Source: an optimization exercise on an open RTL-to-GDS flow (aim: small area). Production flows keep margins and buffers that such runs may drop.
In this exercise RTL edits were held to simulation tests only and were not proved equivalent to the original.
Power and IR drop assume default switching activity.

amber:
## csr_unit
module csr_unit (
    input  logic        clk,
    input  logic        rstn,
    input  logic        stall,
    input  logic        flush,
    input  logic        req_valid,
    input  logic [2:0]  req_op,
    input  logic [13:0] req_num,
    input  logic [31:0] req_wdata,
    input  logic [31:0] req_wmask,
    input  logic [31:0] req_pc,
    input  logic [5:0]  req_ecode,
    input  logic [8:0]  req_esubcode,
    input  logic [31:0] req_badv,
    input  logic [7:0]  hw_int,
    output logic        resp_flush,
    output logic [31:0] resp_pc,
    output logic [31:0] resp_rdata,
    output logic        excp_flush,
    output logic        ertn_flush,
    output logic [8:0]  crmd
);
==> flow/config.mk <==
export PLATFORM = sky130hd
export DESIGN_NAME = csr_unit
export DESIGN_NICKNAME = csr_unit
export VERILOG_FILES = /design/flow/design.v
export SDC_FILE = /design/flow/constraint.sdc
export NUM_CORES = 4
export LEC_CHECK = 0
export CAP_MARGIN = 0
export CORE_MARGIN = 2
export CORE_UTILIZATION = 65
export PLACE_DENSITY = 0.75
export SLEW_MARGIN = 0
==> flow/constraint.sdc <==
create_clock -name core_clock -period 5.0 [get_ports {clk}]
set_input_delay 1.0000 -clock core_clock [delete_from_list [all_inputs] [get_ports {clk}]]
set_output_delay 1.0000 -clock core_clock [all_outputs]
set_load 0.01 [all_outputs]
standard.sh (not shown) runs the stock make flow with config.mk's settings and CLKGATE_MAP_FILE= SYNTH_SCRIPT=/design/flow/synth_recipe.tcl, a recipe that flattens the netlist after the stock synthesis.
==> flow/flow/run.sh <==
#!/bin/bash
# The standard layout (standard.sh) with these changes to how it is built:
#  - synthesis maps the logic with an area-oriented ABC script (abc.script here)
#    in place of ORFS's speed script; flip-flop mapping and everything else
#    in the synthesis are unchanged
#  - the port buffers are the smallest buffer, sky130_fd_sc_hd__buf_1
#  - clock tree synthesis clusters up to 15 sinks per clkbuf_8, no dummy loads
# Each step's full output goes to a log file in this folder.
set -euo pipefail
here=$(pwd)
rm -rf "$here/scripts_abc"
cp -r "$FLOW_HOME/scripts" "$here/scripts_abc"
cp "$here/flow/abc.script" "$here/scripts_abc/abc_area.script"
bash standard.sh synth ABC_AREA=1 SCRIPTS_DIR="$here/scripts_abc" > synth.log 2>&1
export BUFFER_PORTS_ARGS="-buffer_cell sky130_fd_sc_hd__buf_1"
export CTS_ARGS="-sink_clustering_enable -repair_clock_nets -dont_use_dummy_load -sink_clustering_size 15 -sink_clustering_max_diameter 60 -buf_list {sky130_fd_sc_hd__clkbuf_8}"
bash standard.sh > standard.log 2>&1
==> flow/flow/abc.script <==
&get -n
&st
&syn2
&dch
&nf -R 1000
&put
[inputs] zinc vs amber
- changing SLEW_MARGIN from 0 to 10
- changing CORE_UTILIZATION from 65 to 50
- changing PLACE_DENSITY from 0.75 to 0.7
- changing CAP_MARGIN from 0 to 10
--- outcome ---
Looking at cell with the biggest individual delay on the critical path, the sky130_fd_sc_hd__edfxtp_1 result is from zinc; the sky130_fd_sc_hd__nor3_1 one comes from amber.
Changes observed in zinc relative to amber: worst stage delay on the critical path lost 270 ps; final period utilization neither gained nor lost much.
Count of clock-buffer cells in the layout: higher on zinc
zinc -> amber: setup slack flat


== quartz ==
csr_unit, a different RTL version from the one above (not shown whole).
Size in the first run: about 1500 cells after synthesis, roughly 250 I/O pins, about 20000 um^2 of cells after synthesis.
clock: 5.0 ns
lec_check: 0
cap_margin: 10
core_margin: 2
core_utilization: 50
place_density: 0.85
slew_margin: 10
Scripts as last shown in full above: flow/flow/run.sh, flow/flow/abc.script
Edits applied to the flow inputs when going from quartz to lagoon:
Settings: PLACE_DENSITY now 0.7, was 0.85.
## What came out
a_q[6] as the timing endpoint of the critical path was reported by quartz, and a_q[25] by lagoon. [diff] clock power, lagoon relative to quartz: regression. lagoon ended up with a higher highest attainable clock frequency than quartz did. Comparing the two runs side by side, lagoon comes out ahead of quartz on worst hold slack. Count of plain and timing-repair buffers in the layout on lagoon is down relative to quartz. lagoon: relative contribution of sequential cells to total power lower than quartz. Re number of flops mapped to enable cells by yosys: no difference whatsoever between lagoon and quartz. [compare] base=quartz new=lagoon: via count of the first global-routing pass dropped 1093, total power barely changed, worst setup slack climbed 0.21 ns.
--- input diff lagoon..juniper ---
Settings: swapping 50 for 65 in CORE_UTILIZATION; swapping 0.7 for 0.75 in PLACE_DENSITY.
Notes after the runs:
Of juniper and lagoon, the run reporting the lower final-layout fill cell count was juniper. Diff lagoon..juniper | number of nets still failing antenna checks after routing | unchanged. Where sum of internal, switching and leakage power is concerned, lagoon is outperformed by juniper. In terms of synthesized cell count, juniper and lagoon differ only marginally. Comparing juniper and lagoon, the higher period utilization is on juniper. Summary — maximum frequency, juniper relative to lagoon: lower, by 0.88%. Looking only at critical path depth, and setting everything else aside, the lower value of juniper and lagoon goes to lagoon. Taking lagoon as the reference point, the first-pass GRT wire length of juniper rises by about 0.3%. Compared with lagoon, in juniper ratio of total power to cell area level, met3 routed wirelength moved up.


csr_unit, a different RTL version from the one above (not shown whole).
For scale: roughly 1500 cells after synthesis, ~520 flip-flops, roughly 250 I/O pins.
Settings: LEC_CHECK=0, CAP_MARGIN=20, CORE_MARGIN=2, CORE_UTILIZATION=65, PLACE_DENSITY=0.75, SLEW_MARGIN=20; clock period 5.0 ns.
Scripts as last shown in full above: flow/flow/run.sh, flow/flow/abc.script
Edit:
--- a/flow/flow/run.sh
+++ b/flow/flow/run.sh
@@ -6,3 +6,3 @@
 #  - the port buffers are the smallest buffer, sky130_fd_sc_hd__buf_1
-#  - clock tree synthesis clusters up to 15 sinks per clkbuf_8, no dummy loads
+#  - clock tree synthesis clusters up to 25 sinks per clkbuf_16, no dummy loads
 # Each step's full output goes to a log file in this folder.
@@ -15,3 +15,3 @@
 export BUFFER_PORTS_ARGS="-buffer_cell sky130_fd_sc_hd__buf_1"
-export CTS_ARGS="-sink_clustering_enable -repair_clock_nets -dont_use_dummy_load -sink_clustering_size 15 -sink_clustering_max_diameter 60 -buf_list {sky130_fd_sc_hd__clkbuf_8}"
+export CTS_ARGS="-sink_clustering_enable -repair_clock_nets -dont_use_dummy_load -sink_clustering_size 25 -sink_clustering_max_diameter 80 -buf_list {sky130_fd_sc_hd__clkbuf_16}"
 bash standard.sh > standard.log 2>&1
- CORE_UTILIZATION: 65 -> 40
- PLACE_DENSITY: 0.75 -> unset
The changed run completed without violations.
Final area came out higher by a few percent.
Setup slack improved by 290 ps.
Non-clock buffer count is higher by 11.
Total power rises by a few percent.
Core utilization decreases by 28 points.
Fmax goes up by a little under a tenth.
Sequential power stays flat.
Final cell count goes up by roughly a tenth.
Register-to-register slack is better by 290 ps.
Edit:
--- a/flow/flow/run.sh
+++ b/flow/flow/run.sh
@@ -6,3 +6,3 @@
 #  - the port buffers are the smallest buffer, sky130_fd_sc_hd__buf_1
-#  - clock tree synthesis clusters up to 25 sinks per clkbuf_16, no dummy loads
+#  - clock tree synthesis clusters up to 15 sinks per clkbuf_8, no dummy loads
 # Each step's full output goes to a log file in this folder.
@@ -15,3 +15,3 @@
 export BUFFER_PORTS_ARGS="-buffer_cell sky130_fd_sc_hd__buf_1"
-export CTS_ARGS="-sink_clustering_enable -repair_clock_nets -dont_use_dummy_load -sink_clustering_size 25 -sink_clustering_max_diameter 80 -buf_list {sky130_fd_sc_hd__clkbuf_16}"
+export CTS_ARGS="-sink_clustering_enable -repair_clock_nets -dont_use_dummy_load -sink_clustering_size 15 -sink_clustering_max_diameter 60 -buf_list {sky130_fd_sc_hd__clkbuf_8}"
 bash standard.sh > standard.log 2>&1
Effect: Global-route usage rises by 0.25 points; total power falls by 2.4%; setup slack improves by 26 ps; sequential share of layout area rises by 0.24 points; cell count rises by 0.68%.

## port drivers added, routing unchanged
The results above use ideal ports. As a check the final layouts listed here were re-extracted and re-timed, cells and wires unchanged.
Step 1 assumes that a clkbuf_16 drives the clock port and a buf_2 every other input.
Step 2 adds t to the input delays and takes it off the output delays; t is the mean of the earliest and latest rising clock arrival at the registers after step 1. Input paths then give back, and output paths get back, about the clock's delay inside the block.
a / b / c = ideal / step 1 / step 2; a / b = the first two.
run | t (ns) | setup slack, ns | clock arrival spread, ns
amber | 0.617 | 1.014 / 1.042 / 0.425 | 0.032 / 0.032
zinc | 0.663 | 1.013 / 1.013 / 0.768 | 0.061 / 0.062
quartz | 0.635 | 0.825 / 0.856 / 0.221 | 0.047 / 0.047
lagoon | 0.664 | 1.030 / 1.057 / 0.393 | 0.050 / 0.050
juniper | 0.615 | 0.995 / 1.020 / 0.405 | 0.055 / 0.055
the first run of note 3 | 0.621 | 0.751 / 0.751 / 0.255 | 0.045 / 0.045
the second run of note 3 | 0.643 | 1.041 / 1.041 / 0.621 | 0.035 / 0.035
the third run of note 3 | 0.670 | 1.067 / 1.067 / 0.607 | 0.061 / 0.061
After both steps setup and hold are still met in every run listed. The setup slack of lagoon, which loses most, moves by +0.027 ns with the drivers and by -0.637 ns with both steps.
